Source: an optimization exercise on an open RTL-to-GDS flow (aim: small area, a short achievable clock period and few clock cycles per item). Production flows keep margins and buffers that such runs may drop. No functional check of the RTL was part of any run shown here.

==> flow/design.v <==
`default_nettype none
package sm4TablesPkg;
  function automatic logic [1:0] gf4Mul(input logic [1:0] a, input logic [1:0] b);
    logic hh, ll, mm;
    hh = a[1] & b[1];
    ll = a[0] & b[0];
    mm = (a[1] ^ a[0]) & (b[1] ^ b[0]);
    gf4Mul = {mm ^ ll, hh ^ ll};
  endfunction
  function automatic logic [3:0] gf16Mul(input logic [3:0] a, input logic [3:0] b, input logic [1:0] nu);
    logic [1:0] hh, ll, mm;
    hh = gf4Mul(a[3:2], b[3:2]);
    ll = gf4Mul(a[1:0], b[1:0]);
    mm = gf4Mul(a[3:2] ^ a[1:0], b[3:2] ^ b[1:0]);
    gf16Mul = {mm ^ ll, gf4Mul(hh, nu) ^ ll};
  endfunction
  function automatic logic [3:0] gf16Inv3(input logic [3:0] a);
    case (a)
      4'd0: gf16Inv3 = 4'd0;
      4'd1: gf16Inv3 = 4'd1;
      4'd2: gf16Inv3 = 4'd3;
      4'd3: gf16Inv3 = 4'd2;
      4'd4: gf16Inv3 = 4'd10;
      4'd5: gf16Inv3 = 4'd8;
      4'd6: gf16Inv3 = 4'd14;
      4'd7: gf16Inv3 = 4'd13;
      4'd8: gf16Inv3 = 4'd5;
      4'd9: gf16Inv3 = 4'd11;
      4'd10: gf16Inv3 = 4'd4;
      4'd11: gf16Inv3 = 4'd9;
      4'd12: gf16Inv3 = 4'd15;
      4'd13: gf16Inv3 = 4'd7;
      4'd14: gf16Inv3 = 4'd6;
      4'd15: gf16Inv3 = 4'd12;
      default: gf16Inv3 = 4'd0;
    endcase
  endfunction
  function automatic logic [7:0] sbox(input logic [7:0] x);
    logic [7:0] t;
    logic [7:0] v;
    logic [3:0] ah, al, d, di;
    t[0] = x[0] ^ 1'b1;
    t[1] = x[1] ^ x[5] ^ 1'b1;
    t[2] = x[0] ^ x[1] ^ x[2] ^ x[3] ^ x[4] ^ 1'b1;
    t[3] = x[0] ^ x[1] ^ x[3] ^ x[7] ^ 1'b1;
    t[4] = x[3] ^ x[5] ^ 1'b1;
    t[5] = x[0] ^ x[1] ^ x[3] ^ x[4] ^ x[5] ^ x[7] ^ 1'b1;
    t[6] = x[2] ^ x[7] ^ 1'b1;
    t[7] = x[0] ^ x[1] ^ x[2] ^ x[3] ^ x[4] ^ x[5] ^ x[6] ^ 1'b1;
    ah = t[7:4];
    al = t[3:0];
    d  = gf16Mul(ah, ah, 2'd3) ;
    d  = gf16Mul(d, 4'd13, 2'd3) ^ gf16Mul(ah, al, 2'd3) ^ gf16Mul(al, al, 2'd3);
    di = gf16Inv3(d);
    v  = {gf16Mul(ah, di, 2'd3), gf16Mul(ah ^ al, di, 2'd3)};
    sbox[0] = v[0] ^ v[2] ^ v[3] ^ v[5] ^ v[7] ^ 1'b1;
    sbox[1] = v[0] ^ v[3] ^ v[4] ^ 1'b1;
    sbox[2] = v[1] ^ v[3] ^ v[4] ^ v[5] ^ v[7];
    sbox[3] = v[0] ^ v[3];
    sbox[4] = v[1] ^ v[2] ^ v[4] ^ 1'b1;
    sbox[5] = v[1] ^ v[2] ^ v[4] ^ v[5] ^ v[6];
    sbox[6] = v[0] ^ v[1] ^ v[2] ^ v[4] ^ v[5] ^ v[6] ^ v[7] ^ 1'b1;
    sbox[7] = v[0] ^ v[1] ^ v[3] ^ 1'b1;
  endfunction
  function automatic logic [31:0] ck(input logic [4:0] i);
    case (i)
      5'd0: ck = 32'h00070e15;
      5'd1: ck = 32'h1c232a31;
      5'd2: ck = 32'h383f464d;
      5'd3: ck = 32'h545b6269;
      5'd4: ck = 32'h70777e85;
      5'd5: ck = 32'h8c939aa1;
      5'd6: ck = 32'ha8afb6bd;
      5'd7: ck = 32'hc4cbd2d9;
      5'd8: ck = 32'he0e7eef5;
      5'd9: ck = 32'hfc030a11;
      5'd10: ck = 32'h181f262d;
      5'd11: ck = 32'h343b4249;
      5'd12: ck = 32'h50575e65;
      5'd13: ck = 32'h6c737a81;
      5'd14: ck = 32'h888f969d;
      5'd15: ck = 32'ha4abb2b9;
      5'd16: ck = 32'hc0c7ced5;
      5'd17: ck = 32'hdce3eaf1;
      5'd18: ck = 32'hf8ff060d;
      5'd19: ck = 32'h141b2229;
      5'd20: ck = 32'h30373e45;
      5'd21: ck = 32'h4c535a61;
      5'd22: ck = 32'h686f767d;
      5'd23: ck = 32'h848b9299;
      5'd24: ck = 32'ha0a7aeb5;
      5'd25: ck = 32'hbcc3cad1;
      5'd26: ck = 32'hd8dfe6ed;
      5'd27: ck = 32'hf4fb0209;
      5'd28: ck = 32'h10171e25;
      5'd29: ck = 32'h2c333a41;
      5'd30: ck = 32'h484f565d;
      5'd31: ck = 32'h646b7279;
      default: ck = 32'h0;
    endcase
  endfunction
  localparam logic [127:0] FK = {
    32'ha3b1bac6,
    32'h56aa3350,
    32'h677d9197,
    32'hb27022dc
  };
  function automatic logic [31:0] rotl(input logic [31:0] w, input int unsigned n);
    rotl = (w << n) | (w >> (32 - n));
  endfunction
  function automatic logic [31:0] tauSub(input logic [31:0] a);
    tauSub = {sbox(a[31:24]), sbox(a[23:16]), sbox(a[15:8]), sbox(a[7:0])};
  endfunction
  function automatic logic [31:0] dataT(input logic [31:0] x);
    logic [31:0] b;
    b = tauSub(x);
    dataT = b ^ rotl(b, 2) ^ rotl(b, 10) ^ rotl(b, 18) ^ rotl(b, 24);
  endfunction
  function automatic logic [31:0] keyT(input logic [31:0] x);
    logic [31:0] b;
    b = tauSub(x);
    keyT = b ^ rotl(b, 13) ^ rotl(b, 23);
  endfunction
endpackage
`default_nettype wire
`default_nettype none
package sm4CorePkg;
  localparam int WORD_W  = 32;
  localparam int BLOCK_W = 128;
  localparam int ROUNDS  = 32;
  localparam int ROUND_W = 5;
endpackage
`default_nettype wire
`default_nettype none
import sm4TablesPkg::*;
module sm4DataT (
  input  wire logic [31:0] y,
  output logic [31:0]      t
);
  assign t = sm4TablesPkg::dataT(y);
endmodule
module sm4KeyT (
  input  wire logic [31:0] y,
  output logic [31:0]      t
);
  assign t = sm4TablesPkg::keyT(y);
endmodule
`default_nettype wire
`default_nettype none
import sm4CorePkg::*;
module sm4Core (
  input  wire logic                             clk,
  input  wire logic                             rst_n,
  input  wire logic                             start,
  input  wire logic                             decrypt,
  input  wire logic [sm4CorePkg::BLOCK_W-1:0]   key,
  input  wire logic [sm4CorePkg::BLOCK_W-1:0]   textIn,
  output logic [sm4CorePkg::BLOCK_W-1:0]        textOut,
  output logic                                  done
);
  localparam logic [ROUND_W-1:0] CNT_LAST = ROUND_W'(ROUNDS - 1);
  logic               busy;
  logic               spec;
  logic               hitR;
  logic               rounds;
  logic               decMode;
  logic               valid;
  logic [ROUND_W-1:0] cnt;
  logic [ROUND_W-1:0] cntNext;
  logic               accept;
  logic               missNow;
  logic               lastRound;
  logic               toRounds;
  logic               keyBack;
  logic               dataRound;
  logic               saveEnd;
  logic               keyBackNext;
  logic [BLOCK_W-1:0] keyIn;
  logic [BLOCK_W-1:0] kw;
  logic [BLOCK_W-1:0] ko;
  assign keyIn     = key ^ sm4TablesPkg::FK;
  assign accept    = start && !busy;
  assign missNow   = spec && !hitR;
  assign lastRound = busy && rounds && !spec && (cnt == '0);
  assign toRounds  = busy && !rounds && (!decMode || cnt == CNT_LAST);
  always_comb
  begin
    if (accept)
      cntNext = decrypt ? CNT_LAST : ROUND_W'(1);
    else if (!busy || lastRound || missNow)
      cntNext = '0;
    else if (rounds ? decMode : (decMode && cnt == CNT_LAST))
      cntNext = rounds ? cnt - 1'b1 : cnt;
    else
      cntNext = cnt + 1'b1;
  end
  assign keyBackNext = accept ? decrypt
                              : (busy && !lastRound && !missNow && decMode && (rounds || toRounds));
  always_ff @(posedge clk or negedge rst_n)
  begin
    if (!rst_n)
    begin
      busy      <= 1'b0;
      spec      <= 1'b0;
      hitR      <= 1'b0;
      rounds    <= 1'b0;
      decMode   <= 1'b0;
      valid     <= 1'b0;
      cnt       <= '0;
      done      <= 1'b0;
      keyBack   <= 1'b0;
      dataRound <= 1'b0;
    end
    else
    begin
      done <= lastRound;
      cnt  <= cntNext;
      spec <= accept;
      hitR <= valid && (keyIn == kw);
      keyBack   <= keyBackNext;
      dataRound <= accept || (busy && !lastRound && !missNow && (rounds || toRounds));
      if (accept)
      begin
        busy    <= 1'b1;
        rounds  <= 1'b1;
        decMode <= decrypt;
      end
      else
      begin
        if (lastRound)
        begin
          busy  <= 1'b0;
          valid <= 1'b1;
        end
        if (missNow)
          rounds <= 1'b0;
        else if (toRounds)
          rounds <= 1'b1;
      end
    end
  end
  logic [WORD_W-1:0] k0, k1, k2, k3;
  logic [WORD_W-1:0] tk;
  logic [WORD_W-1:0] e0, e1, e2, e3;
  logic              stepFwd;
  logic              stepBack;
  logic              encEnd;
  logic [WORD_W-1:0] z;
  assign {k0, k1, k2, k3} = kw;
  sm4KeyT u_keyT (.y(z), .t(tk));
  assign encEnd   = lastRound && !decMode;
  assign stepFwd  = (accept && !decrypt) || (busy && !keyBack && !encEnd && !missNow);
  assign stepBack = busy && keyBack && !missNow;
  always_comb
  begin
    if ((accept && decrypt) || missNow || encEnd)
      {e0, e1, e2, e3} = ko;
    else if (stepFwd)
      {e0, e1, e2, e3} = {k1, k2, k3, k0};
    else if (stepBack)
      {e0, e1, e2, e3} = {k3, k0, k1, k2};
    else
      {e0, e1, e2, e3} = kw;
  end
  always_ff @(posedge clk)
    kw <= {(tk & {WORD_W{stepBack}}) ^ e0, e1, e2, (tk & {WORD_W{stepFwd}}) ^ e3};
  always_ff @(posedge clk)
    z <= (tk & {WORD_W{keyBackNext ? stepBack : stepFwd}}) ^
         (e1 ^ e2 ^ (keyBackNext ? e0 : e3) ^ sm4TablesPkg::ck(cntNext));
  assign saveEnd = busy && !missNow && (decMode ? (rounds && cnt == CNT_LAST)
                                                : (!rounds || cnt == '0));
  always_ff @(posedge clk)
  begin
    if (accept)
      ko <= keyIn;
    else if (saveEnd)
      ko <= kw;
  end
  logic [WORD_W-1:0] x0, x1, x2, x3;
  logic [WORD_W-1:0] ex0, ex1, ex2, ex3;
  logic [WORD_W-1:0] y;
  logic [WORD_W-1:0] ty;
  logic              dataStep;
  assign dataStep = dataRound && !missNow;
  sm4DataT u_dataT (.y(y), .t(ty));
  always_comb
  begin
    if (accept)
      {ex0, ex1, ex2, ex3} = textIn;
    else if (dataStep)
      {ex0, ex1, ex2, ex3} = {x1, x2, x3, x0};
    else
      {ex0, ex1, ex2, ex3} = {x0, x1, x2, x3};
  end
  always_ff @(posedge clk)
  begin
    {x0, x1, x2} <= {ex0, ex1, ex2};
    x3 <= (ty & {WORD_W{dataStep}}) ^ ex3;
    y  <= (ty & {WORD_W{dataStep}}) ^ (tk & {WORD_W{stepFwd}}) ^ (ex1 ^ ex2 ^ ex3 ^ e3);
  end
  assign textOut = {x3, x2, x1, x0};
endmodule
`default_nettype wire
==> flow/flow/run.sh <==
#!/bin/bash
# Own layout flow: the standard flow (standard.sh) with its synthesis
# changed in one place only. Where the standard synthesis maps all logic with
# its ABC script, this one maps the modules listed in flow/alt_modules.txt
# with the ABC script flow/alt.abc, and the rest with the standard script.
# The flip-flops are mapped before that step, as in the standard synthesis,
# so registers, names and cells are unchanged.
# flow/knobs.txt adds ORFS variables to both make calls.
# Each tool's full output goes to a log file of its own in this folder.
set -euo pipefail
here=$(pwd)
fdir=$here/flow
alts=$(tr '\n' ' ' < "$fdir/alt_modules.txt")
rest=$(tr '\n' ' ' < "$fdir/std_modules.txt")

sed "s#^  log_cmd abc {\*}\$abc_args#  set alt_args [lreplace \$abc_args 1 1 $fdir/alt.abc]\n  log_cmd abc {*}\$alt_args $alts\n  log_cmd abc {*}\$abc_args $rest#" \
  "$FLOW_HOME/scripts/synth.tcl" > "$here/own_synth.tcl"
grep -q "alt.abc" "$here/own_synth.tcl"
sed "s#\$::env(SCRIPTS_DIR)/synth.tcl#$here/own_synth.tcl#" "$here/synth_recipe.tcl" > "$here/own_synth_recipe.tcl"
grep -q "own_synth.tcl" "$here/own_synth_recipe.tcl"

knobs=()
if [[ -f $fdir/knobs.txt ]]; then
  while IFS= read -r line; do
    [[ -n "$line" && "$line" != \#* ]] && knobs+=("$line")
  done < "$fdir/knobs.txt"
fi

bash standard.sh "SYNTH_SCRIPT=$here/own_synth_recipe.tcl" "${knobs[@]}" synth > "$here/synth.log" 2>&1
bash standard.sh "SYNTH_SCRIPT=$here/own_synth_recipe.tcl" "${knobs[@]}" finish > "$here/layout.log" 2>&1
test -f "$here/out/final.def"
==> flow/flow/alt.abc <==
strash
dch
map -B 0.9
topo
stime -c
buffer -c
upsize -c
dnsize -c
==> flow/flow/alt_modules.txt <==
sm4DataT
sm4KeyT
==> flow/flow/knobs.txt <==
SYNTH_HIERARCHICAL=1
BUFFER_PORTS_ARGS=-buffer_cell sky130_fd_sc_hd__buf_1
==> flow/flow/std_modules.txt <==
sm4Core
==> flow/standard.sh <==
#!/bin/bash
# synth_recipe.tcl (not shown) runs the flow's synth.tcl, then flattens the netlist and writes it again
# the make line also repeats each setting of config.mk as NAME=value (left out here)
make -C /OpenROAD-flow-scripts/flow DESIGN_CONFIG=/design/flow/config.mk WORK_HOME=/design/flow/orfs CLKGATE_MAP_FILE= SYNTH_SCRIPT=/design/flow/synth_recipe.tcl "${@:-finish}"
==> flow/config.mk <==
export PLATFORM = sky130hd
export DESIGN_NAME = sm4Core
export DESIGN_NICKNAME = sm4Core
export VERILOG_FILES = /design/flow/design.v
export SDC_FILE = /design/flow/constraint.sdc
export NUM_CORES = 8
export LEC_CHECK = 0
export CAP_MARGIN = 20
export CORE_MARGIN = 2
export CORE_UTILIZATION = 60
export SETUP_SLACK_MARGIN = 5
export SLEW_MARGIN = 20
export TNS_END_PERCENT = 0
==> flow/constraint.sdc <==
create_clock -name core_clock -period 11.0 [get_ports {clk}]
set_input_delay 2.2000 -clock core_clock [delete_from_list [all_inputs] [get_ports {clk}]]
set_output_delay 2.2000 -clock core_clock [all_outputs]
set_load 0.01 [all_outputs]
==> out/results.ini, run 1 <==
[status]
status = finished clean

[logic_synthesis]
yosys-top-cells-area = nand2_1 20%, dfxtp_1 13%, edfxtp_1 11%
synth.most_common_cell = nand2_1
syn-num-nets = 6819
yosys.area.top_type = nand2_1
synth_edf_count = 160
yosys-top-cells-count = 2347 x nand2_1, 636 x nand3_1, 455 x inv_1, 297 x xor2_1, 288 x dfxtp_1
async_flop_share_pct = 3.03
synth_ff_type = dfxtp_1
synth_top_area_share_pct = 20.0
synth_warnings = 9
ys_ff_latch = 462
syn_area_per_cell_um2 = 6.76
seq_area_frac_synth_pct = 24.8
netlist_area_um2 = 43900
ys_types = 87
synth_cells = 6499

[clock_network]
cts_num_sinks = 462
htree_num_levels = 2
cts-hold-fix-buffers = 0
insertion_delay_ps = 660
numCtsBuffers = 52
clk_path_buf_depth = 3
cts_tree = yes
clk_pin_slew_ps = 60
root_buffer = clkbuf_16

[grt]
grt_pass1_vias = 41100
grt_overflow = 0
grt_pass1_wl_um = 238000
grt.total_usage_pct = 40.9
grt_max_degree = 205
antenna_found_initial = 6

[detailed_routing]
drt_pre_antenna_iters = 9
num_vias = 46100
post_drt_wl_per_cell_um = 20.8
detail_route.iter0.violations = 4922
drtAntennaViolNets = 0
post_drt_via_cell_ratio = 5.92
wl_um = 162000
drc = 0

[setup_path]
crit_type = in2reg
cp_data_required_time_ps = 11480
reg2reg_depth = 41
r2r-start = y[12]
rr_endpoint = y[20]
cp-end-kind = flop
cp_data_arrival_time_ps = 6380
critPathMaxFanout = 76
start_kind = input port
reg2reg_slack_ps = 5210

[worst_hold_path]
hp-start = ko[63]
holdPathEnd = kw[63]
hold_depth = 2
hold_class = reg2reg

[floorplanning]
fp.dieH_um = 275
core_area_um2 = 72700
fp-row-count = 99
dieArea_um2 = 75400
ios = 389
die_w_um = 275
start_util_pct = 60.4

[timing]
fin_worst_skew_ps = 65.3
slew_violations = 0
tightest_slew_ps = 1060
post-route-period-util_pct = 53.7
rsz0062_at_grt = yes
min_period_ps = 5900
final_hold_viol_count = 0
max_slew_margin_pct = 27.6
fmax_mhz = 169
setup_viol = 0
fin_tns_setup_ps = 0
worst_slack_ps = 5100

[flow_run]
drv_cap = 0

[finish]
drive_above_1_share_pct = 13.7
final_nets = 7101
area_growth_pct = 13.0

[placed_design]
dp_hpwl_um = 121000
port_buffers = 388
dpl_worst_slack_ps = 4030
gp_congestion = 1.02

cell usage in the layout, fill, tap and decap left out, types with 160 or more instances in the layout:
cell type,n
dfxtp_1,248
nand2_1,2287
nand3_1,632
inv_1,449
edfxtp_1,160
nor2_1,199
o21ai_0,276
buf_1,388
xor2_1,254
nand2_2,257
modules after synthesis, one instance, submodules excluded:
module / flip-flops and latches / copies in the design / area (um^2) / cells
sm4Core: 462 / 1 / 25600 / 2911
sm4DataT: 0 / 1 / 9880 / 1930
sm4KeyT: 0 / 1 / 8460 / 1658
cell families after synthesis:
group                      after synthesis  synth area share [%]
and+or+nand+nor                       3734                  38.0
buffers and inverters                  759                  6.84
AOI/OAI and AO/OA                      746                  10.6
xor gates and xnor gates               599                  14.7
DFF                                    462                  24.8
muxes                                  139                  3.29
adders and majority gates               60                  1.71
stage by stage:
step / hold slack (ps) / std cells / area [um^2] / util [%]
6_report: 475 / 7789 / 49700 / 68.3
5_1_grt: 506 / 7785 / 49700 / 68.3
4_1_cts: 475 / 7753 / 47900 / 65.9
3_5_place_dp: 462 / 7654 / 46000 / 63.2
3_3_place_gp: 459 / 7652 / 46000 / 63.2
2_1_floorplan: 434 / 6499 / 44000 / -
worst max-delay path, cell delays in order:
cell      delay [ps]
buf_1            170
nand2b_4         320
inv_4            510
buf_8            550
nand2_1          410
nand2_1          350
inv_1            190
ha_1             420
nor2_1           150
a211oi_1          60
nor3_1           470
xor3_1           500
registers in the layout (all words and copies together), names as in the netlist:
| name | cells |
|---|---|
| decMode | 1 |
| z | 32 |
| done | 1 |
| x2 | 32 |
| valid | 1 |
| spec | 1 |
| cnt | 5 |
| y | 32 |
| ko | 128 |
| x3 | 32 |
| dataRound | 1 |
| x0 | 32 |
| kw | 128 |
| x1 | 32 |
| busy | 1 |
| rounds | 1 |
| hitR | 1 |
| keyBack | 1 |
metal layers:
metal,vias to the layer above,routed length (um),GRT usage [%]
li1,21900,-,-
met1,21200,60300,49.6
met2,2457,70800,63.4
met3,572,17800,10.4
met4,0,12900,28.6
met5,-,0,0
what timing repair did:
action | 4_1_cts | 5_1_grt
setup buffers | 1 | 30
endpoints found under the setup margin | 76 | 153
gates resized for setup | 42 | 290
pin swaps | 1 | 47
cloned | 0 | 1
endpoints found under the hold margin | 0 | 0
how the worst max path moves through the flow:
stage               startpoint     to  slack, ps  depth (start not counted)
floorplan                 spec  ko[0]       5860                          6
global placement         start  z[22]       4180                         10
detailed placement       start  z[11]       4030                         10
CTS                       y[5]  y[24]       4890                         40
global route             y[12]  y[10]       4810                         43
finish                   start  z[31]       5100                         12
area by class of cell:
class,instances,area [um^2]
clock buffer,82,1540
timing repair buffer,448,1980
antenna,5,12.5
tap,959,1200
fill,6389,23000
clock inverter,16,181
sequential,462,11000
inverter,539,2040
multi-input combinational,5278,31700
==> run 2: changes to the inputs <==
--- a/flow/design.v
+++ b/flow/design.v
@@ -131,19 +131,4 @@
   localparam int ROUND_W = 5;
 endpackage
-`default_nettype wire
-`default_nettype none
-import sm4TablesPkg::*;
-module sm4DataT (
-  input  wire logic [31:0] y,
-  output logic [31:0]      t
-);
-  assign t = sm4TablesPkg::dataT(y);
-endmodule
-module sm4KeyT (
-  input  wire logic [31:0] y,
-  output logic [31:0]      t
-);
-  assign t = sm4TablesPkg::keyT(y);
-endmodule
 `default_nettype wire
 `default_nettype none
@@ -248,5 +233,5 @@
   logic [WORD_W-1:0] z;
   assign {k0, k1, k2, k3} = kw;
-  sm4KeyT u_keyT (.y(z), .t(tk));
+  assign tk = sm4TablesPkg::keyT(z);
   assign encEnd   = lastRound && !decMode;
   assign stepFwd  = (accept && !decrypt) || (busy && !keyBack && !encEnd && !missNow);
@@ -283,5 +268,5 @@
   logic              dataStep;
   assign dataStep = dataRound && !missNow;
-  sm4DataT u_dataT (.y(y), .t(ty));
+  assign ty = sm4TablesPkg::dataT(y);
   always_comb
   begin
==> flow/flow/run.sh (replaced) <==
#!/bin/bash
# Own layout flow: the standard flow (standard.sh), with
#  - synthesis as standard.sh does it, except for the ABC mapping script
#    (flow/abc.script) used for the logic between the registers;
#  - the ORFS knobs in flow/knobs.txt added to the layout's make call.
# Registers, their names and cells are the standard synthesis's: the
# flip-flops are mapped before ABC runs and ABC does not touch them.
# Each tool's full output goes to a log file of its own in this folder.
set -euo pipefail
here=$(pwd)
fdir=$here/flow

# synthesis script: synth_recipe.tcl with ORFS's synth.tcl swapped for a copy
# whose abc call uses flow/abc.script.
sed "s#^  log_cmd abc {\*}\$abc_args#  set abc_args [lreplace \$abc_args 1 1 $fdir/abc.script]\n  log_cmd abc {*}\$abc_args#" \
  "$FLOW_HOME/scripts/synth.tcl" > "$here/own_synth.tcl"
grep -q "abc.script" "$here/own_synth.tcl"
sed "s#\$::env(SCRIPTS_DIR)/synth.tcl#$here/own_synth.tcl#" "$here/synth_recipe.tcl" > "$here/own_synth_recipe.tcl"
grep -q "own_synth.tcl" "$here/own_synth_recipe.tcl"

knobs=()
if [[ -f $fdir/knobs.txt ]]; then
  while IFS= read -r line; do
    [[ -n "$line" && "$line" != \#* ]] && knobs+=("$line")
  done < "$fdir/knobs.txt"
fi

bash standard.sh "SYNTH_SCRIPT=$here/own_synth_recipe.tcl" synth > "$here/synth.log" 2>&1
bash standard.sh "SYNTH_SCRIPT=$here/own_synth_recipe.tcl" "${knobs[@]}" finish > "$here/layout.log" 2>&1
test -f "$here/out/final.def"
==> flow/flow/abc.script (new file) <==
strash
dch
map -B 0.9
topo
stime -c
buffer -c
upsize -c
dnsize -c
==> flow/flow/knobs.txt (replaced) <==
BUFFER_PORTS_ARGS=-buffer_cell sky130_fd_sc_hd__buf_1
removed: flow/flow/alt.abc
removed: flow/flow/alt_modules.txt
removed: flow/flow/std_modules.txt
==> out/results.ini, run 2 <==
[finish]
nFillCells = 6758
fin_util_pct = 66.1
drive_above_1_share_pct = 8.27
final_area_um2 = 47100
stdcell_count = 8164
final_nets = 7488
area_growth_pct = 9.50
final_common_cell = nand2_1
final_cell_mix = 2527 x nand2_1, 701 x nand3_1, 587 x inv_1, 431 x o21ai_0, 404 x nor2_1
top_regs = ko x128, kw x128

[timing]
final_hold_viol_count = 0
slew_violations = 0
hold_ws_ps = 532
fin_tns_setup_ps = 0
setup_viol = 0
min_period_ps = 5910
tightest_slew_ps = 1140
fmax_mhz = 169
fin_worst_skew_ps = 27.0
post-route-period-util_pct = 53.7
worst_slack_ps = 5090
rsz0062_at_grt = yes
max_slew_margin_pct = 23.4

[logic_synthesis]
synth_warnings = 1
syn_area_per_cell_um2 = 6.22
netlist_area_um2 = 43000
syn-num-nets = 7235
ys_ff_latch = 462
synth_ff_type = dfxtp_1
yosys.area.top_type = nand2_1
synth_edf_count = 160
synth_cells = 6916
synth_top_area_share_pct = 22.2
yosys-top-cells-count = 2544 x nand2_1, 706 x nand3_1, 590 x inv_1, 433 x o21ai_0, 407 x nor2_1
async_flop_share_pct = 3.03
synth.most_common_cell = nand2_1
yosys-top-cells-area = nand2_1 22%, dfxtp_1 13%, edfxtp_1 11%
seq_area_frac_synth_pct = 25.4
ys_types = 65

[detailed_routing]
num_vias = 47700
wl_um = 165000
post_drt_wl_per_cell_um = 20.3
drtAntennaViolNets = 0
post_drt_via_cell_ratio = 5.85
drt_pre_antenna_iters = 8
drc = 0
detail_route.iter0.violations = 5929

[setup_path]
reg2reg_depth = 44
cpPeakStageDelay_ps = 930
critical_path.top_delay_family = buffers and inverters
path_cells = buf_1 > nand2_8 > inv_4 > nand2_1 > inv_1 > nor3_2 > bufbuf_16 > buf_8 > o21ai_0 > o21ai_0 > xor2_1 > xor2_1
cp_data_arrival_time_ps = 6400
cp-end-kind = flop
crit_type = in2reg
rr_endpoint = y[22]
slowest_stage = o21ai_0
r2r-start = y[25]
cp_data_required_time_ps = 11490
path_buf_inv = 5
critPathMaxFanout = 148
reg2reg_slack_ps = 5320
start_kind = input port

[placed_design]
gp_congestion = 1.07
placed_cells = 8066
dp_hpwl_um = 130000
port_buffers = 388
placed_area_um2 = 45100
dpl_worst_slack_ps = 4250

[grt]
grt_overflow = 0
grt_pass1_wl_um = 246000
antenna_found_initial = 8
grt_pass1_vias = 42500
grt.total_usage_pct = 43.0
grt_max_degree = 192

[flow_run]
drv_cap = 0

[status]
status = finished clean

[floorplanning]
start_util_pct = 60.4
dieArea_um2 = 73900
ios = 389
fp-row-count = 98
core_area_um2 = 71200
fp.dieH_um = 272
die_w_um = 272

[clock_network]
root_buffer = clkbuf_16
clk_pin_slew_ps = 70
clk_path_buf_depth = 3
cts_num_sinks = 462
cts_tree = yes
numCtsBuffers = 48
htree_num_levels = 2
insertion_delay_ps = 620

[worst_hold_path]
hp-start = ko[77]
hold_class = reg2reg
hold_depth = 1
holdPathEnd = kw[77]

## run 2: cell count changes after synthesis, sizes merged, moves of 36 or more
cell,change
nand3,+60
inv,+134
o211ai,+49
mux2i,-95
nor2,+209
buf,-40
o22ai,+36
mux2,-44
nand2,+161
a311oi,-42
xnor3,-38
o21ai,+150
## run 2: how the worst max path moves through the flow
| stage | startpoint | endpoint | slack (ps) | cells past startpoint |
|---|---|---|---|---|
| after CTS | z[19] | y[12] | 4960 | 35 |
| after global routing | y[25] | y[22] | 4900 | 44 |
| after floorplan | start | ko[0] | 5110 | 8 |
| after detailed placement | start | z[11] | 4250 | 14 |
| final | start | z[17] | 5090 | 12 |
| after global placement | start | z[11] | 4330 | 14 |
## run 2: routing by layer
metal / global-route usage [%] / vias to the layer above / share of wire, %
li1: - / 22900 / -
met1: 55.9 / 21600 / 39
met2: 64.2 / 2650 / 41
met3: 11.5 / 561 / 13
met4: 25.1 / 6 / 7.2
met5: 0 / - / 0.022
## run 2: cell families (layout without fill, tap and decap cells)
logic type / Yosys count / in the layout / synth area share (%)
and+or+nand+nor: 4073 / 4073 / 40.7
AOI/OAI and AO/OA: 858 / 858 / 11.6
buffers and inverters: 887 / 1179 / 7.98
xor gates and xnor gates: 577 / 577 / 12.6
DFF: 462 / 462 / 25.4
adders and majority gates: 59 / 59 / 1.72
other: 0 / 6 / 0
## run 2: layout make-up
| class | count | area (um^2) | area share (%) |
|---|---|---|---|
| tap | 950 | 1190 | 2.52 |
| inverter | 675 | 2560 | 5.43 |
| antenna | 6 | 15.0 | 0.0319 |
| multi-input combinational | 5567 | 29000 | 61.5 |
| timing repair buffer | 415 | 1720 | 3.64 |
| clock buffer | 61 | 1380 | 2.92 |
| clock inverter | 28 | 323 | 0.685 |
| sequential | 462 | 11000 | 23.3 |
## run 2: timing repair
item / in CTS / in global routing
hold buffers: 0 / 0
pin swaps: 0 / 2
gates resized for setup: 1 / 77
setup buffers: 0 / 3
endpoints found under the setup margin: 4 / 153
==> run 3: changes to the inputs <==
==> flow/flow/knobs.txt (replaced) <==
BUFFER_PORTS_ARGS=-buffer_cell sky130_fd_sc_hd__buf_1
SETUP_SLACK_MARGIN=5.5
==> out/results.ini, run 3 <==
[timing]
rsz0062_at_grt = yes
post-route-period-util_pct = 49.9
fmax_mhz = 182
tightest_slew_ps = 1150
fin_worst_skew_ps = 24.1
max_slew_margin_pct = 22.5
min_period_ps = 5480
fin_tns_setup_ps = 0
slew_violations = 0
setup_viol = 0
final_hold_viol_count = 0

[detailed_routing]
drtAntennaViolNets = 0
drt_pre_antenna_iters = 9
detail_route.iter0.violations = 6114
post_drt_via_cell_ratio = 5.95
drc = 0
post_drt_wl_per_cell_um = 21.0
wl_um = 173000
num_vias = 49000

[clock_network]
numCtsBuffers = 51
cts-hold-fix-buffers = 0
root_buffer = clkbuf_16
clk_pin_slew_ps = 70
htree_num_levels = 2
cts_num_sinks = 462
clk_path_buf_depth = 3
cts_tree = yes
insertion_delay_ps = 630

[finish]
top_regs = ko x128, kw x128
final_area_um2 = 49400
fin_util_pct = 69.3
drive_above_1_share_pct = 12.6
seqCellArea_um2 = 11100
area_growth_pct = 14.8
multiInputGateArea_um2 = 30400
nFillCells = 6387
final_cell_mix = 2402 x nand2_1, 660 x nand3_1, 581 x inv_1, 430 x o21ai_0, 393 x nor2_1
final_nets = 7563
final_common_cell = nand2_1

[setup_path]
rr_endpoint = z[3]
cpPeakStageDelay_ps = 540
cp_data_required_time_ps = 11510
slowest_stage = xor2_1
reg2reg_slack_ps = 5670
reg2reg_depth = 32
start_kind = input port
path_cells = buf_1 > nand2_8 > inv_4 > nand2_1 > inv_1 > nor3_2 > clkbuf_16 > o21ai_0 > o22ai_2 > o21ai_0 > xor2_1 > xor2_1 > xor2_1
r2r-start = z[12]
cp-end-kind = flop
crit_type = in2reg
cp_data_arrival_time_ps = 6000
critPathMaxFanout = 84
crit_top_cell = xor2_1

[floorplanning]
start_util_pct = 60.4
fp.dieH_um = 272
dieArea_um2 = 73900
die_w_um = 272
ios = 389
fp-row-count = 98
core_area_um2 = 71200

[logic_synthesis]
synth.most_common_cell = nand2_1
yosys-top-cells-count = 2544 x nand2_1, 706 x nand3_1, 590 x inv_1, 433 x o21ai_0, 407 x nor2_1
synth_edf_count = 160
synth_warnings = 1
ys_ff_latch = 462
synth_top_area_share_pct = 22.2
yosys-top-cells-area = nand2_1 22%, dfxtp_1 13%, edfxtp_1 11%
async_flop_share_pct = 3.03
syn_area_per_cell_um2 = 6.22
synth_cells = 6916
yosys.area.top_type = nand2_1
netlist_area_um2 = 43000
syn-num-nets = 7235
synth_ff_type = dfxtp_1
seq_area_frac_synth_pct = 25.4
ys_types = 65

[status]
status = finished clean

[placed_design]
dp_hpwl_um = 134000
placed_area_um2 = 45100
port_buffers = 388
gp_congestion = 1.05

[grt]
grt_overflow = 0
grt.total_usage_pct = 44.1
grt_pass1_wl_um = 251000
grt_pass1_vias = 42400
antenna_found_initial = 9
grt_max_degree = 169

[worst_hold_path]
hold_class = reg2reg
hp-start = spec
hold_depth = 1
holdPathEnd = done

[flow_run]
drv_cap = 0

## run 3: cell types whose count changed in the layout (fill, tap and decap cells not counted), sizes merged
| cell | previous run | this run |
|---|---|---|
| bufbuf | 1 | 0 |
| clkinvlp | 3 | 0 |
| inv | 672 | 674 |
| buf | 414 | 486 |
| clkinv | 22 | 19 |
| clkbuf | 61 | 72 |
## run 3: per-stage QoR
step	hold slack [ps]	cells	setup slack, ps
6_report	526	8242	5520
5_1_grt	538	8239	5350
4_1_cts	511	8163	5440
3_5_place_dp	508	8067	4440
3_3_place_gp	477	8067	4480
2_1_floorplan	440	6916	5800
## run 3: layer usage
| metal | part of all wire (%) | global-route usage [%] | routed length (um) | vias to the layer above |
|---|---|---|---|---|
| met5 | 0.0064 | 0 | 11 | - |
| met4 | 7.1 | 25.3 | 12400 | 2 |
| met3 | 13 | 12.2 | 22800 | 610 |
| met2 | 42 | 66.3 | 72600 | 2997 |
| met1 | 38 | 56.7 | 65400 | 22400 |
| li1 | - | - | - | 23000 |
## run 3: layout make-up
cell class	count	share of cell area (%)
Sequential cell	462	22.4
Inverter	675	5.19
Multi-Input combinational cell	5567	61.7
Clock buffer	71	2.97
Tap cell	950	2.41
Timing Repair Buffer	487	4.75
Antenna cell	6	0.0304
Clock inverter	24	0.603
## run 3: how the worst max path moves through the flow
| stage | from | end | slack (ps) | depth (start not counted) |
|---|---|---|---|---|
| floorplan | start | ko[0] | 5800 | 8 |
| global placement | start | z[11] | 4480 | 11 |
| detailed placement | start | z[11] | 4440 | 11 |
| CTS | y[20] | y[22] | 5440 | 42 |
| global route | z[16] | y[22] | 5350 | 40 |
| finish | start | z[11] | 5520 | 13 |
## run 3: what timing repair did
action | 4_1_cts | 5_1_grt
gates cloned | 0 | 1
setup buffers | 1 | 70
pin swaps | 1 | 86
gates resized for setup | 44 | 415
endpoints found under the setup margin | 93 | 160
## run 3: cell families (layout without fill, tap and decap cells)
kind of cell    count (synthesis)  after routing  synth area share, %
buf+inv                       887           1257                 7.98
fa+ha+maj                      59             59                 1.72
other cells                     0              6                    0
flops                         462            462                 25.4
xor+xnor                      577            577                 12.6
simple gates                 4073           4073                 40.7
compound gates                858            858                 11.6
## run 3: worst max-delay path: cells and delay by family
kind / cells / cell delay (ps)
and+or+nand+nor: 3 / 860
AOI/OAI and AO/OA: 3 / 790
buffers and inverters: 4 / 910
xor gates and xnor gates: 3 / 1180
==> run 4: changes to the inputs <==
==> flow/flow/knobs.txt (replaced) <==
BUFFER_PORTS_ARGS=-buffer_cell sky130_fd_sc_hd__buf_1
SETUP_SLACK_MARGIN=5.25
==> out/results.ini, run 4 <==
[setup_path]
reg2reg_slack_ps = 5550
rr_endpoint = kw[125]
crit_top_cell = xor2_1
cp_data_required_time_ps = 11520
start_kind = input port
slowest_stage = xor2_1
critPathMaxFanout = 84
r2r-start = z[5]
reg2reg_depth = 34
cpPeakStageDelay_ps = 560
crit_type = in2reg
cp_data_arrival_time_ps = 6270
path_cells = buf_1 > nand2_4 > inv_4 > nand2_1 > inv_1 > nor3_2 > clkbuf_16 > o21ai_0 > o22ai_2 > o21ai_0 > xor2_1 > xor2_1 > xor2_1
cp-end-kind = flop

[timing]
setup_viol = 0
slew_violations = 0
tightest_slew_ps = 1230
min_period_ps = 5740
worst_slack_ps = 5260
fin_tns_setup_ps = 0
rsz0062_at_grt = yes
fmax_mhz = 174
post-route-period-util_pct = 52.2
final_hold_viol_count = 0
fin_worst_skew_ps = 21.2
max_slew_margin_pct = 17.6

[logic_synthesis]
async_flop_share_pct = 3.03
synth_ff_type = dfxtp_1
syn_area_per_cell_um2 = 6.22
muxShareOfSynthArea_pct = 0
synth_adder_area_share_pct = 1.72
netlist_area_um2 = 43000
yosys-top-cells-count = 2544 x nand2_1, 706 x nand3_1, 590 x inv_1, 433 x o21ai_0, 407 x nor2_1
synth-compound-area-share_pct = 11.6
synth_cells = 6916
synth_xor_area_share_pct = 12.6
synth_top_area_share_pct = 22.2
synthSimpleGateAreaFrac_pct = 40.7
syn-num-nets = 7235
synth_edf_count = 160
ys_types = 65
synth_warnings = 1
yosys.area.top_type = nand2_1
yosys-top-cells-area = nand2_1 22%, dfxtp_1 13%, edfxtp_1 11%
ys_ff_latch = 462
synth.most_common_cell = nand2_1
synth_top_family_by_area = simple AND/OR/NAND/NOR gates
seq_area_frac_synth_pct = 25.4

[placed_design]
dp_hpwl_um = 134000
dpl_worst_slack_ps = 4440
gp_congestion = 1.05
port_buffers = 388

[grt]
antenna_found_initial = 9
grt_pass1_vias = 42400
grt_pass1_wl_um = 251000
grt_max_degree = 169
grt_overflow = 0
grt.total_usage_pct = 44.0

[detailed_routing]
wl_met3_um = 22500
post_drt_via_cell_ratio = 5.93
routed-wl-met2_um = 71000
wl_met1_um = 65000
drc = 0
wl_um = 171000
highest_layer = met5
drt_pre_antenna_iters = 7
detail_route.iter0.violations = 6081
drtAntennaViolNets = 0
post_drt_wl_per_cell_um = 20.9
num_vias = 48600

[clock_network]
clk_pin_slew_ps = 70
htree_num_levels = 2
clk_path_buf_depth = 3
cts_num_sinks = 462
insertion_delay_ps = 630
cts_tree = yes
numCtsBuffers = 51
cts-hold-fix-buffers = 0
root_buffer = clkbuf_16

[finish]
drive_above_1_share_pct = 9.68
final_cell_mix = 2493 x nand2_1, 689 x nand3_1, 584 x inv_1, 431 x o21ai_0, 398 x nor2_1
final_nets = 7505
top_regs = ko x128, kw x128
final_common_cell = nand2_1
area_growth_pct = 11.3

[worst_hold_path]
holdPathEnd = done
hp-start = spec
hold_depth = 1
hold_class = reg2reg

[floorplanning]
core_area_um2 = 71200
start_util_pct = 60.4
ios = 389
die_w_um = 272
dieArea_um2 = 73900
fp-row-count = 98
fp.dieH_um = 272

[flow_run]
drv_cap = 0

[status]
status = finished clean

## run 4: how the worst max path moves through the flow
stage | start | end | depth (start not counted)
floorplan | start | ko[0] | 8
global placement | start | z[11] | 11
detailed placement | start | z[11] | 11
CTS | y[27] | y[22] | 43
global route | z[16] | y[22] | 40
finish | start | z[11] | 13
## run 4: timing repair
| action | CTS | global route |
|---|---|---|
| setup buffers | 0 | 14 |
| hold endpoints to repair | 0 | 0 |
| endpoints found under the setup margin | 20 | 160 |
| pin swaps | 0 | 15 |
| resized for setup | 2 | 222 |
| gates cloned | 0 | 1 |
## run 4: cells by family after synthesis
family	after synthesis
simple gates	4073
fa+ha+maj	59
buf+inv	887
flops	462
xor+xnor	577
compound gates	858
## run 4: cell type report
class / instances / area [um^2]
well taps: 950 / 1190
multi-input cells: 5567 / 29500
flip-flops and latches: 462 / 11000
clock inverters: 24 / 298
diodes: 5 / 12.5
fillers: 6576 / 23300
clock buffers: 71 / 1470
inverters: 675 / 2560
repair buffers: 429 / 1840
## run 4: through the flow
stage | hold WS, ps | cell area, um^2 | utilization (%) | std cells
3_3_place_gp | 477 | 45100 | 63.2 | 8067
4_1_cts | 511 | 46800 | 65.7 | 8162
6_report | 514 | 47900 | 67.2 | 8183
2_1_floorplan | 440 | 43000 | - | 6916
3_5_place_dp | 508 | 45100 | 63.2 | 8067
5_1_grt | 537 | 47900 | 67.2 | 8181
## run 4: metal layers
metal	global-route usage [%]	up-vias
li1	-	22900
met1	56.8	22100
met2	65.8	2959
met3	12.1	584
met4	26.2	6
met5	0	-
## run 4: critical path, delay by kind of cell
kind	cells	cell delay [ps]
simple gates	3	1050
compound gates	3	830
buf+inv	4	930
xor+xnor	3	1190
==> run 5: changes to the inputs <==
==> flow/flow/knobs.txt (replaced) <==
BUFFER_PORTS_ARGS=-buffer_cell sky130_fd_sc_hd__buf_1
SETUP_SLACK_MARGIN=5.75
==> out/results.ini, run 5 <==
[timing]
fin_tns_setup_ps = 0
rsz0062_at_grt = yes
tightest_slew_ps = 1230
max_slew_margin_pct = 17.8
fin_worst_skew_ps = 18.4
min_period_ps = 5280
hold_ws_ps = 513
final_hold_viol_count = 0
setup_viol = 0
post-route-period-util_pct = 48.0
fmax_mhz = 189
slew_violations = 0

[worst_hold_path]
hold_depth = 1
hold_class = reg2reg
holdPathEnd = done
hp-start = spec

[setup_path]
r2r-start = z[12]
crit_type = reg2reg
rr_endpoint = z[3]
cp-end-kind = flop
crit_top_cell = nand2_1
reg2reg_depth = 32
reg2reg_slack_ps = 5720
critPathLaunch = z[12]
start_kind = flop
critPathMaxFanout = 5
cp_data_arrival_time_ps = 5750
slowest_stage = dfxtp_4
critical_path.top_delay_family = XOR/XNOR gates
path_buf_inv = 4
cp_data_required_time_ps = 11470
cpPeakStageDelay_ps = 450

[floorplanning]
die_w_um = 272
core_area_um2 = 71200
fp-row-count = 98
start_util_pct = 60.4
ios = 389
fp.dieH_um = 272
dieArea_um2 = 73900

[logic_synthesis]
synth_cells = 6916
synth_warnings = 1
ys_ff_latch = 462
ys_types = 65
syn_area_per_cell_um2 = 6.22
synth_ff_type = dfxtp_1
syn-num-nets = 7235
yosys.area.top_type = nand2_1
seq_area_frac_synth_pct = 25.4
synth_edf_count = 160
yosys-top-cells-count = 2544 x nand2_1, 706 x nand3_1, 590 x inv_1, 433 x o21ai_0, 407 x nor2_1
yosys-top-cells-area = nand2_1 22%, dfxtp_1 13%, edfxtp_1 11%
async_flop_share_pct = 3.03
netlist_area_um2 = 43000
synth_top_area_share_pct = 22.2
synth.most_common_cell = nand2_1

[detailed_routing]
wl_um = 176000
num_vias = 49500
drt_pre_antenna_iters = 6
post_drt_via_cell_ratio = 5.98
drtAntennaViolNets = 0
post_drt_wl_per_cell_um = 21.2
detail_route.iter0.violations = 6350
drc = 0

[clock_network]
clk_path_buf_depth = 3
cts_tree = yes
cts-hold-fix-buffers = 0
htree_num_levels = 2
root_buffer = clkbuf_16
clk_pin_slew_ps = 70
cts_num_sinks = 462
insertion_delay_ps = 630
numCtsBuffers = 51

[grt]
grt_max_degree = 129
grt.total_usage_pct = 44.4
grt_use_met2_pct = 66.3
met1_usage_pct = 57.9
globalRouteMet3Util_pct = 11.3
antenna_found_initial = 5
grt_pass1_wl_um = 253000
grt_overflow = 0
top_usage_layer = met2
grt_pass1_vias = 42800

[placed_design]
port_buffers = 388
gp_congestion = 1.05
dp_hpwl_um = 134000

[status]
status = finished clean

[finish]
area_growth_pct = 17.7
nFillCells = 6166
drive_above_1_share_pct = 15.6
top_regs = ko x128, kw x128
final_nets = 7592
final_cell_mix = 2297 x nand2_1, 621 x nand3_1, 573 x inv_1, 430 x o21ai_0, 390 x nor2_1
final_common_cell = nand2_1

[flow_run]
drv_cap = 0

run 5: cell counts after synthesis:
Identical to the previous run, type by type.
run 5: kinds of logic (layout without fill, tap and decap cells):
kind of cell / after synthesis / count (layout) / share of synthesized area (%)
flops: 462 / 462 / 25.4
fa+ha+maj: 59 / 59 / 1.72
other cells: 0 / 3 / 0
compound gates: 858 / 858 / 11.6
simple gates: 4073 / 4073 / 40.7
xor+xnor: 577 / 577 / 12.6
buf+inv: 887 / 1286 / 7.98
run 5: repair_timing:
item | 4_1_cts | 5_1_grt
endpoints found under the setup margin | 159 | 160
cloned | 1 | 1
gates resized for setup | 139 | 579
pin swaps | 13 | 133
hold endpoints to repair | 0 | 0
setup buffers | 6 | 94
run 5: per-layer routing:
layer	routed length [um]	part of all wire, %
met5	11	0.0063
met4	13200	7.5
met3	22900	13
met2	73600	42
met1	66000	38
run 5: how the worst max path moves through the flow:
stage	end	cells after the start
after global routing	y[1]	37
after global placement	z[11]	11
after detailed placement	z[11]	11
after CTS	y[22]	42
final	z[3]	32
after floorplan	ko[0]	8
run 5: final cells by class:
class | instances | area, um^2 | area share, %
multi-input cells | 5567 | 31500 | 62.2
repair buffers | 516 | 2550 | 5.03
clock inverters | 24 | 298 | 0.588
well taps | 950 | 1190 | 2.35
flip-flops and latches | 462 | 11100 | 21.9
inverters | 675 | 2570 | 5.08
clock buffers | 71 | 1470 | 2.89
diodes | 3 | 7.51 | 0.0148
run 5: metrics by stage:
| stage | cell area [um^2] | util (%) | std cells | setup slack [ps] |
|---|---|---|---|---|
| 5_1_grt | 50700 | 71.1 | 8268 | 5440 |
| 3_5_place_dp | 45100 | 63.2 | 8067 | 4440 |
| 6_report | 50700 | 71.1 | 8268 | 5720 |
| 3_3_place_gp | 45100 | 63.2 | 8067 | 4480 |
| 2_1_floorplan | 43000 | - | 6916 | 5800 |
| 4_1_cts | 47400 | 66.6 | 8169 | 5670 |
==> run 6: changes to the inputs <==
--- a/flow/design.v
+++ b/flow/design.v
@@ -40,26 +40,26 @@
     logic [7:0] v;
     logic [3:0] ah, al, d, di;
-    t[0] = x[0] ^ 1'b1;
-    t[1] = x[1] ^ x[5] ^ 1'b1;
-    t[2] = x[0] ^ x[1] ^ x[2] ^ x[3] ^ x[4] ^ 1'b1;
-    t[3] = x[0] ^ x[1] ^ x[3] ^ x[7] ^ 1'b1;
-    t[4] = x[3] ^ x[5] ^ 1'b1;
-    t[5] = x[0] ^ x[1] ^ x[3] ^ x[4] ^ x[5] ^ x[7] ^ 1'b1;
-    t[6] = x[2] ^ x[7] ^ 1'b1;
+    t[0] = x[0] ^ x[1] ^ 1'b1;
+    t[1] = x[0] ^ x[2] ^ x[5] ^ x[6];
+    t[2] = x[3] ^ x[4] ^ x[5];
+    t[3] = x[0] ^ x[1] ^ x[5] ^ x[6] ^ x[7] ^ 1'b1;
+    t[4] = x[0] ^ x[1] ^ x[2] ^ x[4] ^ 1'b1;
+    t[5] = x[6] ^ 1'b1;
+    t[6] = x[0] ^ x[1] ^ x[3] ^ x[4] ^ x[5] ^ x[6] ^ x[7];
     t[7] = x[0] ^ x[1] ^ x[2] ^ x[3] ^ x[4] ^ x[5] ^ x[6] ^ 1'b1;
     ah = t[7:4];
     al = t[3:0];
     d  = gf16Mul(ah, ah, 2'd3) ;
-    d  = gf16Mul(d, 4'd13, 2'd3) ^ gf16Mul(ah, al, 2'd3) ^ gf16Mul(al, al, 2'd3);
+    d  = gf16Mul(d, 4'd12, 2'd3) ^ gf16Mul(ah, al, 2'd3) ^ gf16Mul(al, al, 2'd3);
     di = gf16Inv3(d);
     v  = {gf16Mul(ah, di, 2'd3), gf16Mul(ah ^ al, di, 2'd3)};
-    sbox[0] = v[0] ^ v[2] ^ v[3] ^ v[5] ^ v[7] ^ 1'b1;
-    sbox[1] = v[0] ^ v[3] ^ v[4] ^ 1'b1;
-    sbox[2] = v[1] ^ v[3] ^ v[4] ^ v[5] ^ v[7];
-    sbox[3] = v[0] ^ v[3];
-    sbox[4] = v[1] ^ v[2] ^ v[4] ^ 1'b1;
-    sbox[5] = v[1] ^ v[2] ^ v[4] ^ v[5] ^ v[6];
-    sbox[6] = v[0] ^ v[1] ^ v[2] ^ v[4] ^ v[5] ^ v[6] ^ v[7] ^ 1'b1;
-    sbox[7] = v[0] ^ v[1] ^ v[3] ^ 1'b1;
+    sbox[0] = v[0] ^ v[1] ^ v[2] ^ v[3] ^ v[4] ^ v[6] ^ 1'b1;
+    sbox[1] = v[0] ^ v[1] ^ v[5] ^ v[6] ^ v[7] ^ 1'b1;
+    sbox[2] = v[1] ^ v[2] ^ v[3] ^ v[6];
+    sbox[3] = v[0] ^ v[1] ^ v[4] ^ v[6];
+    sbox[4] = v[1] ^ v[3] ^ v[4] ^ v[6] ^ v[7] ^ 1'b1;
+    sbox[5] = v[1] ^ v[3] ^ v[4] ^ v[5] ^ v[6];
+    sbox[6] = v[0] ^ v[4] ^ v[5] ^ 1'b1;
+    sbox[7] = v[0] ^ v[2] ^ v[4] ^ v[6] ^ v[7] ^ 1'b1;
   endfunction
   function automatic logic [31:0] ck(input logic [4:0] i);
==> flow/flow/knobs.txt (replaced) <==
BUFFER_PORTS_ARGS=-buffer_cell sky130_fd_sc_hd__buf_1
==> out/results.ini, run 6 <==
[logic_synthesis]
yosys.area.top_type = nand2_1
netlist_area_um2 = 44200
synth_top_area_share_pct = 22.8
seq_area_frac_synth_pct = 24.7
syn_area_per_cell_um2 = 6.19
synth_ff_type = dfxtp_1
syn-num-nets = 7451
synth_warnings = 1
synth_cells = 7140
yosys-top-cells-count = 2680 x nand2_1, 749 x nand3_1, 547 x inv_1, 436 x o21ai_0, 403 x nor2_1
ys_ff_latch = 462
yosys-top-cells-area = nand2_1 23%, dfxtp_1 13%, edfxtp_1 11%
synth_edf_count = 160
synth.most_common_cell = nand2_1
async_flop_share_pct = 3.03
ys_types = 71

[clock_network]
root_buffer = clkbuf_16
htree_num_levels = 2
clk_path_buf_depth = 3
insertion_delay_ps = 640
numCtsBuffers = 53
clk_pin_slew_ps = 60
cts_tree = yes
cts_num_sinks = 462

[setup_path]
path_cells = buf_1 > nand2_4 > o21ai_4 > buf_12 > inv_8 > buf_4 > buf_4 > o211ai_1 > o21ai_0 > a21oi_1 > xnor2_1 > xor2_1 > xor2_2
cp_data_required_time_ps = 11490
start_kind = input port
path_depth = 13
slowest_stage = buf_4
crit_top_cell = buf_4
crit_type = in2reg
critPathMaxFanout = 118
cp-end-kind = flop
cp_data_arrival_time_ps = 6340
critical_path.top_delay_family = buffers and inverters
cpPeakStageDelay_ps = 610
path_buf_inv = 5
reg2reg_depth = 39

[detailed_routing]
post_drt_via_cell_ratio = 5.90
num_vias = 49700
drtAntennaViolNets = 0
drt_pre_antenna_iters = 7
detail_route.iter0.violations = 6396
wl_um = 172000
drc = 0
post_drt_wl_per_cell_um = 20.4

[floorplanning]
ios = 389
start_util_pct = 60.6
dieArea_um2 = 75900
die_w_um = 275
fp-row-count = 99
core_area_um2 = 73000
fp.dieH_um = 275

[timing]
tightest_slew_ps = 1280
fmax_mhz = 171
fin_worst_skew_ps = 51.8
slew_violations = 0
min_period_ps = 5840
max_slew_margin_pct = 13.7
final_hold_viol_count = 0
fin_tns_setup_ps = 0
post-route-period-util_pct = 53.1
rsz0062_at_grt = yes
setup_viol = 0

[placed_design]
placed_area_um2 = 46300
gp_congestion = 1.03
placed_cells = 8307
dp_hpwl_um = 136000
port_buffers = 388

[flow_run]
drv_cap = 0

[grt]
grt_pass1_vias = 43400
grt_pass1_wl_um = 253000
antenna_found_initial = 5
grt_max_degree = 199
grt_overflow = 0
grt.total_usage_pct = 43.5

[finish]
fin_util_pct = 67.1
multiInputGateArea_um2 = 30500
drive_above_1_share_pct = 11.1
final_area_um2 = 49000
final_cell_mix = 2629 x nand2_1, 724 x nand3_1, 545 x inv_1, 435 x o21ai_0, 398 x nor2_1
seqCellArea_um2 = 11000
final_common_cell = nand2_1
final_nets = 7729
stdcell_count = 8425
area_growth_pct = 10.8
nFillCells = 6759
top_regs = ko x128, kw x128

[status]
status = finished clean

[worst_hold_path]
hold_depth = 1
hold_class = reg2reg

==> run 6: cell types whose count changed after synthesis, sizes merged, moves of 9 or more <==
cell,previous run,this run
nand4,56,34
inv,669,656
nand2,2769,2992
o211ai,82,91
a221oi,32,21
xor2,353,313
nand3,743,815
xnor2,224,257
==> run 6: cells by family after synthesis <==
logic type	share of synthesized area, %
AND/OR/NAND/NOR	43.3
multiplexers	0.0226
XOR/XNOR	12.0
buffers and inverters	7.55
adder cells (fa/ha/maj)	1.44
flip-flops	24.7
AO/OA/AOI/OAI	11.0
==> run 6: final timing paths <==
kind / startpoint / end / slack (ps)
worst max-delay path: start / z[0] / 5160
worst min-delay path: spec / done / 510
worst max register to register: z[3] / y[6] / 5320
worst min register to register: spec / done / 510
max in group asynchronous: rst_n / cnt[3] / 8840
min in group asynchronous: rst_n / dataRound / 1640
==> run 6: area by class of cell <==
| cell class | count | share of cell area, % |
|---|---|---|
| timing repair buffer | 426 | 3.67 |
| tap | 959 | 2.45 |
| clock inverter | 17 | 0.503 |
| antenna | 4 | 0.0204 |
| multi-input combinational | 5816 | 62.3 |
| inverter | 659 | 5.11 |
| clock buffer | 82 | 3.50 |
| sequential | 462 | 22.4 |
==> run 6: per-layer routing <==
layer	wire, um	share of wire, %	vias to the layer above	global-route usage [%]
met4	12200	7.1	4	26.5
met5	27	0.016	-	0
met3	21200	12	494	9.83
met2	71300	41	2889	64.6
met1	67300	39	22700	57.4
li1	-	-	23600	-
==> run 6: metrics by stage <==
step	hold slack (ps)	setup WS (ps)
after floorplan	436	5240
final	507	5160
after global routing	529	4900
after CTS	512	4920
after detailed placement	501	4580
after global placement	491	4640
==> run 6: timing repair <==
item                                    4_1_cts  5_1_grt
pin swaps                                     0       19
buffers inserted                              0       13
endpoints found under the setup margin        5      160
resized for setup                             2      155
hold buffers                                  0        0
cloned                                        0        0
==> run 7: changes to the inputs <==
--- a/flow/design.v
+++ b/flow/design.v
@@ -40,10 +40,10 @@
     logic [7:0] v;
     logic [3:0] ah, al, d, di;
-    t[0] = x[0] ^ x[1] ^ 1'b1;
-    t[1] = x[0] ^ x[2] ^ x[5] ^ x[6];
-    t[2] = x[3] ^ x[4] ^ x[5];
-    t[3] = x[0] ^ x[1] ^ x[5] ^ x[6] ^ x[7] ^ 1'b1;
-    t[4] = x[0] ^ x[1] ^ x[2] ^ x[4] ^ 1'b1;
-    t[5] = x[6] ^ 1'b1;
+    t[0] = x[2] ^ x[3] ^ x[5] ^ x[6] ^ 1'b1;
+    t[1] = x[0] ^ x[4] ^ x[7];
+    t[2] = x[0] ^ x[1] ^ x[3] ^ x[5] ^ x[7];
+    t[3] = x[3] ^ x[4] ^ x[6];
+    t[4] = x[2] ^ x[3] ^ x[5] ^ x[6] ^ x[7] ^ 1'b1;
+    t[5] = x[0] ^ x[1] ^ x[2] ^ x[3] ^ x[4] ^ x[5];
     t[6] = x[0] ^ x[1] ^ x[3] ^ x[4] ^ x[5] ^ x[6] ^ x[7];
     t[7] = x[0] ^ x[1] ^ x[2] ^ x[3] ^ x[4] ^ x[5] ^ x[6] ^ 1'b1;
@@ -51,15 +51,15 @@
     al = t[3:0];
     d  = gf16Mul(ah, ah, 2'd3) ;
-    d  = gf16Mul(d, 4'd12, 2'd3) ^ gf16Mul(ah, al, 2'd3) ^ gf16Mul(al, al, 2'd3);
+    d  = gf16Mul(d, 4'd13, 2'd3) ^ gf16Mul(ah, al, 2'd3) ^ gf16Mul(al, al, 2'd3);
     di = gf16Inv3(d);
     v  = {gf16Mul(ah, di, 2'd3), gf16Mul(ah ^ al, di, 2'd3)};
-    sbox[0] = v[0] ^ v[1] ^ v[2] ^ v[3] ^ v[4] ^ v[6] ^ 1'b1;
-    sbox[1] = v[0] ^ v[1] ^ v[5] ^ v[6] ^ v[7] ^ 1'b1;
-    sbox[2] = v[1] ^ v[2] ^ v[3] ^ v[6];
-    sbox[3] = v[0] ^ v[1] ^ v[4] ^ v[6];
-    sbox[4] = v[1] ^ v[3] ^ v[4] ^ v[6] ^ v[7] ^ 1'b1;
-    sbox[5] = v[1] ^ v[3] ^ v[4] ^ v[5] ^ v[6];
-    sbox[6] = v[0] ^ v[4] ^ v[5] ^ 1'b1;
-    sbox[7] = v[0] ^ v[2] ^ v[4] ^ v[6] ^ v[7] ^ 1'b1;
+    sbox[0] = v[0] ^ v[1] ^ v[4] ^ v[5] ^ v[7] ^ 1'b1;
+    sbox[1] = v[0] ^ v[1] ^ v[2] ^ v[3] ^ v[4] ^ v[5] ^ v[7] ^ 1'b1;
+    sbox[2] = v[1] ^ v[2] ^ v[7];
+    sbox[3] = v[0] ^ v[1] ^ v[2] ^ v[3] ^ v[6] ^ v[7];
+    sbox[4] = v[1] ^ v[6] ^ v[7] ^ 1'b1;
+    sbox[5] = v[1] ^ v[5] ^ v[6] ^ v[7];
+    sbox[6] = v[0] ^ v[2] ^ v[4] ^ v[7] ^ 1'b1;
+    sbox[7] = v[0] ^ v[5] ^ v[6] ^ 1'b1;
   endfunction
   function automatic logic [31:0] ck(input logic [4:0] i);
==> out/results.ini, run 7 <==
[status]
status = finished clean

[setup_path]
cp_data_required_time_ps = 11520
reg2reg_depth = 42
start_kind = input port
cp_data_arrival_time_ps = 6430
crit_type = in2reg
cp-end-kind = flop
critPathMaxFanout = 53

[logic_synthesis]
yosys-top-cells-count = 3143 x nand2_1, 867 x nand3_1, 615 x inv_1, 419 x o21ai_0, 416 x nor2_1
synth_top_area_share_pct = 25.6
yosys.area.top_type = nand2_1
synth_edf_count = 160
seq_area_frac_synth_pct = 23.7
synth_cells = 7735
ys_types = 63
syn-num-nets = 8054
synth.most_common_cell = nand2_1
netlist_area_um2 = 46100
ys_ff_latch = 462
async_flop_share_pct = 3.03
yosys-top-cells-area = nand2_1 26%, dfxtp_1 13%, edfxtp_1 10%
synth_ff_type = dfxtp_1
synth_warnings = 1
syn_area_per_cell_um2 = 5.95

[detailed_routing]
wl_um = 175000
post_drt_wl_per_cell_um = 19.3
drc = 0
drt_pre_antenna_iters = 10
drtAntennaViolNets = 0
num_vias = 52900
detail_route.iter0.violations = 6129
post_drt_via_cell_ratio = 5.83

[worst_hold_path]
hold_depth = 1
hold_class = reg2reg

[clock_network]
numCtsBuffers = 53
htree_num_levels = 2
cts_tree = yes
clk_pin_slew_ps = 60
cts_num_sinks = 462
root_buffer = clkbuf_16
clk_path_buf_depth = 3
cts-hold-fix-buffers = 0
insertion_delay_ps = 650

[finish]
multiInputGateArea_um2 = 31900
nFillCells = 7213
final_nets = 8324
seqCellArea_um2 = 11000
final_common_cell = nand2_1
drive_above_1_share_pct = 9.52
area_growth_pct = 10.2
top_regs = ko x128, kw x128
fin_util_pct = 66.8
final_cell_mix = 3116 x nand2_1, 855 x nand3_1, 608 x inv_1, 418 x o21ai_0, 412 x nor2_1

[timing]
fin_worst_skew_ps = 58.3
post-route-period-util_pct = 53.7
slew_violations = 0
min_period_ps = 5910
fmax_mhz = 169
fin_tns_setup_ps = 0
final_hold_viol_count = 0
rsz0062_at_grt = yes
tightest_slew_ps = 1290
max_slew_margin_pct = 13.1
setup_viol = 0

[floorplanning]
start_util_pct = 60.6
fp-row-count = 101
core_area_um2 = 75900
dieArea_um2 = 79000
fp.dieH_um = 281
die_w_um = 281
ios = 389

[placed_design]
dp_hpwl_um = 138000
port_buffers = 388
gp_congestion = 1.02

[grt]
antenna_found_initial = 5
grt.total_usage_pct = 42.7
grt_pass1_wl_um = 262000
grt_overflow = 0
grt_max_degree = 214
grt_pass1_vias = 46100

[flow_run]
drv_cap = 0

==> run 7: final timing paths <==
kind | from | endpoint | slack [ps]
hold / removal | valid | valid | 500
hold reg to reg | valid | valid | 500
max in group asynchronous | rst_n | cnt[2] | 8560
min in group asynchronous | rst_n | hitR | 1740
setup reg to reg | z[14] | y[14] | 5280
setup / recovery | start | z[6] | 5090
==> run 7: critical path: stages <==
cell and delay (ps):
buf_1 140, nand2_4 390, inv_4 310, nand2_1 230, inv_1 100, a31oi_1 820, inv_1 420, buf_4 480
o21ai_0 290, xor2_1 470, xor2_1 190, xnor2_2 350
==> run 7: what timing repair did <==
action | in CTS | in global routing
gates cloned | 0 | 0
setup endpoints to repair | 8 | 142
pin swaps | 0 | 12
resized for setup | 9 | 121
setup buffers | 0 | 22
==> run 7: kinds of logic (layout without fill, tap and decap cells) <==
group / after synthesis / in the layout / synth area share [%]
simple gates: 4951 / 4951 / 46.5
buf+inv: 944 / 1258 / 8.00
compound gates: 838 / 838 / 10.6
xor+xnor: 480 / 480 / 9.62
flops: 462 / 462 / 23.7
fa+ha+maj: 59 / 59 / 1.60
mux: 1 / 1 / 0.0217
other cells: 0 / 5 / 0
==> run 7: per-layer routing <==
metal | GRT usage (%) | vias up | part of all wire (%)
met4 | 24.9 | 2 | 7.0
met2 | 64.1 | 2918 | 42
li1 | - | 25500 | -
met5 | 0 | - | 0.0063
met1 | 56.3 | 24000 | 39
met3 | 9.47 | 527 | 12
==> run 7: area by class of cell <==
type | instances | share of cell area, %
sequential | 462 | 21.6
multi-input combinational | 6329 | 63.0
timing repair buffer | 437 | 3.74
antenna | 5 | 0.0247
clock inverter | 27 | 0.809
clock buffer | 72 | 2.89
tap | 1030 | 2.54
inverter | 722 | 5.41
==> run 7: through the flow <==
step / instance area (um^2) / hold WS (ps) / worst slack (ps) / std cells
after CTS: 50000 / 493 / 4950 / 9055
after detailed placement: 48100 / 480 / 4400 / 8956
after global placement: 48100 / 477 / 4430 / 8956
after global routing: 50700 / 525 / 4790 / 9079
after floorplan: 46100 / 440 / 5060 / 7735
final: 50700 / 499 / 5090 / 9084

[static timing again, ports no longer ideal]
In the flow no input, the clock included, has a driving cell. The finished layouts below were timed again as built, in two steps. Step 1 (the two cells are an assumption about what drives the block):
set clk [get_ports {clk}]
set_driving_cell -lib_cell sky130_fd_sc_hd__clkbuf_16 $clk
set_driving_cell -lib_cell sky130_fd_sc_hd__buf_2 [delete_from_list [all_inputs] $clk]
Step 2 also shifts input and output timing later by t, the mid clock arrival at the registers, as if the neighbouring blocks saw the same clock. Slacks: ideal / step 1 / step 2; pairs: ideal / step 1.
run | shift t [ns] | slack for setup (ns) | hold slack, ns | worst slew at a driven data input, ns
run 1 | 0.703 | 5.098 / 5.152 / 4.450 | 0.475 / 0.475 / 0.475 | 0.23
run 2 | 0.663 | 5.091 / 5.117 / 4.453 | 0.532 / 0.532 / 0.532 | 0.10
run 3 | 0.679 | 5.515 / 5.526 / 4.847 | 0.526 / 0.526 / 0.526 | 0.10
run 4 | 0.680 | 5.258 / 5.263 / 4.583 | 0.514 / 0.514 / 0.514 | 0.10
run 5 | 0.678 | 5.719 / 5.719 / 5.061 | 0.513 / 0.513 / 0.513 | 0.10
run 6 | 0.678 | 5.155 / 5.201 / 4.523 | 0.507 / 0.507 / 0.507 | 0.11
run 7 | 0.682 | 5.093 / 5.132 / 4.450 | 0.499 / 0.499 / 0.499 | 0.11
After both steps setup and hold are still met in every run listed. The setup slack of run 4, which loses most, moves by +0.005 ns with the drivers and by -0.675 ns with both steps.
